Background: an optimization exercise with open tools, aiming at small area, a short achievable clock period and few clock cycles per item. Do not read the settings as production practice.
At most, simulation tests tie the RTL to the original design; equivalence was not proved.
The clock input has no modelled driver; a real chip could not lean on it and would need a root buffer or a full tree.
Power is estimated from default activity; no workload was simulated.

Design trimmed_mean_ph_converter, start of the top module:
module trimmed_mean_ph_converter
#(
    parameter int WINDOW      = DEF_WINDOW,
    parameter int DROP        = DEF_DROP,
    parameter int SAMPLE_BITS = DEF_SAMPLE_BITS
) (
    input  logic                   i_clk,
    input  logic                   i_rst_n,
    input  logic                   i_start,
    output logic                   o_busy,
    input  logic [SAMPLE_BITS-1:0] i_sample,
    output logic                   o_valid,
    output logic signed [PH_W-1:0] o_ph_milli,
    output logic [TSUM_W-1:0]      o_trimmed_sum,
    input  logic                   i_cfg_valid,
    output logic                   o_cfg_ready,
    input  logic [CFG_IDX_W-1:0]   i_cfg_index,
    input  logic [CFG_DATA_W-1:0]  i_cfg_data
);
    logic [SAMPLE_BITS-1:0] w_x;
    logic w_xv, w_first, w_pop_ok, w_pfirst, w_last;
    assign o_cfg_ready = 1'b1;
    tmpc_ctrl #(
        .WINDOW      (WINDOW),
        .DROP        (DROP),
        .SAMPLE_BITS (SAMPLE_BITS)
    ) u_ctrl (
        .i_clk    (i_clk),
        .i_rst_n  (i_rst_n),
        .i_start  (i_start),
        .i_sample (i_sample),
        .o_busy   (o_busy),
        .o_x      (w_x),
        .o_xv     (w_xv),
        .o_first  (w_first),
        .o_pop_ok (w_pop_ok),
        .o_pfirst (w_pfirst),
        .o_last   (w_last)
    );
    tmpc_dp #(
        .SAMPLE_BITS (SAMPLE_BITS)
    ) u_dp (
        .i_clk         (i_clk),
        .i_rst_n       (i_rst_n),
        .i_x           (w_x),
        .i_xv          (w_xv),
        .i_first       (w_first),
        .i_pop_ok      (w_pop_ok),
        .i_pfirst      (w_pfirst),
        .i_last        (w_last),
        .i_cfg_wr      (i_cfg_valid & o_cfg_ready),
        .i_cfg_index   (i_cfg_index),
        .i_cfg_data    (i_cfg_data),
        .o_valid       (o_valid),
        .o_ph_milli    (o_ph_milli),
        .o_trimmed_sum (o_trimmed_sum)
    );
endmodule
Size in the first run: about 1500 cells after synthesis, about 200 flip-flops, roughly 74 I/O pins, about 11000 um^2 of cells after synthesis.
==> flow/config.mk <==
export PLATFORM = sky130hd
export DESIGN_NAME = trimmed_mean_ph_converter
export DESIGN_NICKNAME = trimmed_mean_ph_converter
export VERILOG_FILES = /design/flow/design.v
export SDC_FILE = /design/flow/constraint.sdc
export NUM_CORES = 4
export LEC_CHECK = 0
export ABC_AREA = 1
export CAP_MARGIN = 20
export CORE_MARGIN = 2
export CORE_UTILIZATION = 55
export SLEW_MARGIN = 20
==> flow/constraint.sdc <==
create_clock -name core_clock -period 8.0 [get_ports {i_clk}]
set_input_delay 1.6000 -clock core_clock [delete_from_list [all_inputs] [get_ports {i_clk}]]
set_output_delay 1.6000 -clock core_clock [all_outputs]
set_load 0.01 [all_outputs]
standard.sh (not shown) runs the stock make flow with config.mk's settings and CLKGATE_MAP_FILE= SYNTH_SCRIPT=/design/flow/synth_recipe.tcl, a recipe that flattens the netlist after the stock synthesis.
==> flow/flow/run.sh <==
#!/bin/bash
# Layout flow: the standard ORFS flow (standard.sh, unchanged synthesis),
# with these changes to how the layout is made; the design, clock period and
# constraints are unchanged:
#  - every port still gets a buffer, but a plain sky130_fd_sc_hd__buf_2
#    instead of the delay cell buffer_ports picks by default;
#  - the clock tree uses clkbuf_16 clusters of up to 25 sinks and no dummy
#    loads; post_cts.tcl then drives the leaf buffers straight from the root
#    buffer and removes the middle level, so every register gets its clock
#    through the root buffer and one leaf buffer;
#  - timing repair aims for a setup slack margin of 5.4 ns.
# make's full output goes to make_finish.log in this folder; each ORFS step
# keeps its own log under orfs/logs/ (post_cts.tcl prints into 4_1_cts.log).
set -euo pipefail
export BUFFER_PORTS_ARGS="-buffer_cell sky130_fd_sc_hd__buf_2"
export CTS_ARGS="-sink_clustering_enable -repair_clock_nets -dont_use_dummy_load -sink_clustering_size 25 -sink_clustering_max_diameter 150 -buf_list sky130_fd_sc_hd__clkbuf_16 -root_buf sky130_fd_sc_hd__clkbuf_16 -distance_between_buffers 2000 -branching_point_buffers_distance 2000"
export POST_CTS_TCL="$(pwd)/flow/post_cts.tcl"
bash standard.sh SETUP_SLACK_MARGIN=5.4 finish > make_finish.log 2>&1
Other scripts of this flow, unchanged in this note and not shown: flow/flow/post_cts.tcl
Rerun with:
--- a/flow/design.v
+++ b/flow/design.v
@@ -129,16 +129,15 @@
     localparam int XW  = GAIN_W + 3;       
     localparam int PW  = XW - 2;           
     logic [SB-1:0] r_m1, r_m2;             
     logic          w_lt1, w_lt2;
     logic [SB-1:0] r_p;
     logic          r_pv, r_pfirst, r_plast;
     logic [SB-1:0] r_x1, r_x2;             
-    logic          r_sub1, r_sub2, r_done;
-    logic          w_subx;
+    logic          r_sub1, r_sub2, r_subx, r_done;
     tmpc_lt #(.W(SB)) u_lt1 (.i_a(i_x), .i_b(r_m1), .o_lt(w_lt1));
     tmpc_lt #(.W(SB)) u_lt2 (.i_a(i_x), .i_b(r_m2), .o_lt(w_lt2));
     always_ff @(posedge i_clk) begin
         if (i_first) begin
             r_m1 <= i_x;
             r_m2 <= '1;
         end else begin
@@ -184,31 +183,32 @@
             r_x1 <= r_p;
             r_x2 <= '0;
         end else begin
             r_x1 <= w_x1n;
             r_x2 <= w_gt1 ? r_x1 : (w_gt2 ? r_p : r_x2);
         end
     end
-    assign w_subx = r_sub1 | r_sub2;      
-    assign w_acc  = {r_acc_hi + (AW-AL)'(r_acc_c), r_acc_lo};
+    assign w_acc = {r_acc_hi + (AW-AL)'(r_acc_c), r_acc_lo};
     assign w_acc_lo = {1'b0, r_pfirst ? AL'(2) : r_acc_lo} + {1'b0, r_p[AL-1:0]};
     always_ff @(posedge i_clk) begin
         r_acc_lo <= w_acc_lo[AL-1:0];
         r_acc_c  <= w_acc_lo[AL];
-        r_acc_hi <= (r_pfirst ? '0 : r_acc_hi) + {{(AW-SB){w_subx}}, r_p[SB-1:AL]}
+        r_acc_hi <= (r_pfirst ? '0 : r_acc_hi) + {{(AW-SB){r_subx}}, r_p[SB-1:AL]}
                     + (AW-AL)'(r_acc_c & ~r_pfirst);
     end
     always_ff @(posedge i_clk) begin
         if (!i_rst_n) begin
             r_sub1 <= 1'b0;
             r_sub2 <= 1'b0;
+            r_subx <= 1'b0;
             r_done <= 1'b0;
         end else begin
             r_sub1 <= r_pv && r_plast;
             r_sub2 <= r_sub1;
+            r_subx <= (r_pv && r_plast) || r_sub1;
             r_done <= r_sub2;
         end
     end
     logic signed [OFFSET_W-1:0] r_offset;
     logic [GAIN_W-1:0]          r_gain;
     always_ff @(posedge i_clk) begin
         if (!i_rst_n) begin
@@ -218,15 +218,15 @@
             if (i_cfg_index == REG_OFFSET) r_offset <= $signed(i_cfg_data[OFFSET_W-1:0]);
             if (i_cfg_index == REG_GAIN)   r_gain   <= i_cfg_data[GAIN_W-1:0];
         end
     end
     localparam int RW = 18;
     logic [RW-1:0]   r_sum;
     logic [3:0]      r_step;               
-    logic            w_offs;               
+    logic            r_off;
     logic            r_valid;
     logic signed [XW-1:0] r_w;             
     logic signed [XW-1:0] r_b;             
     logic [2:0]      w_dig;
     logic            w_neg, w_one, w_two, w_off;
     logic signed [XW-1:0] w_bn;
     always_comb begin
@@ -252,17 +252,17 @@
             r_valid <= 1'b0;
         end else begin
             r_step  <= r_done ? 4'd1 :
                        ((r_step != 4'd0 && r_step != 4'd9) ? r_step + 4'd1 : 4'd0);
             r_valid <= (r_step == 4'd9);
         end
     end
-    assign w_offs = (r_step == 4'd9);
     always_ff @(posedge i_clk) begin
-        r_b <= w_bn;
+        r_b   <= w_bn;
+        r_off <= w_off;
     end
     always_ff @(posedge i_clk) begin
         if (r_done) begin
             r_sum <= RW'(w_acc);
         end else begin
             r_sum <= {r_sum[1:0], r_sum[RW-1:2]};
         end
@@ -286,15 +286,15 @@
             w_x[2*i+1] = ~(w_n[2*i] | w_xc);
             w_xc       = w_xc | w_n[2*i];
         end
         w_x[16] = w_xc;
         w_p   = r_w[XW-1:2];
         w_a   = {{2{w_p[PW-1]}}, w_p};
         w_s   = w_a + r_b;
-        w_sat = w_offs & w_sneg;
+        w_sat = r_off & w_sneg;
     end
     tmpc_sum_sign #(.W(XW)) u_sat (
         .i_a    (w_a),
         .i_b    (XW'({~r_offset[OFFSET_W-1], r_offset})),
         .o_sign (w_sneg)
     );
     always_ff @(posedge i_clk) begin
After rerunning: Cell area fell by 1.2%; non-clock buffer count went down by 9; critical path depth stays the same; final cell count does not change; synthesized area rose by 0.52%; clock power climbs by about 2%; synthesized cell count increases by 0.60%; total power increases by 3.0%; sequential share of layout area goes up by 0.51 points; via count falls by 2.5%.
Testbench counts after the change, summed over its fixed seeds: cycles 16,272, windows 1,600.
For the first run of this note, only the layout was checked, not whether the RTL still works.

==> separate check: timing with driven ports <==
The flow's constraints put no driver on any port. The routed layouts listed below were extracted and timed again, unchanged, in two steps. Step 1, drivers: a clkbuf_16 drives i_clk and a buf_2 each remaining input, both assumed. Step 2, shift: input delay + t, output delay - t, t = (earliest + latest rising clock arrival at the registers) / 2. This alone moves slack from input paths to output paths. Slacks: ideal ports / drivers / drivers and shift; pairs: ideal ports / drivers.
run	t, ns	slack for setup (ns)	cell pins on the clock port's net
the first run	0.428	5.456 / 5.412 / 5.228	1
the second run	0.433	5.473 / 5.426 / 5.239	1
After both steps setup and hold are still met in every run listed. The setup slack of the second run, which loses most, moves by -0.047 ns with the drivers and by -0.234 ns with both steps.
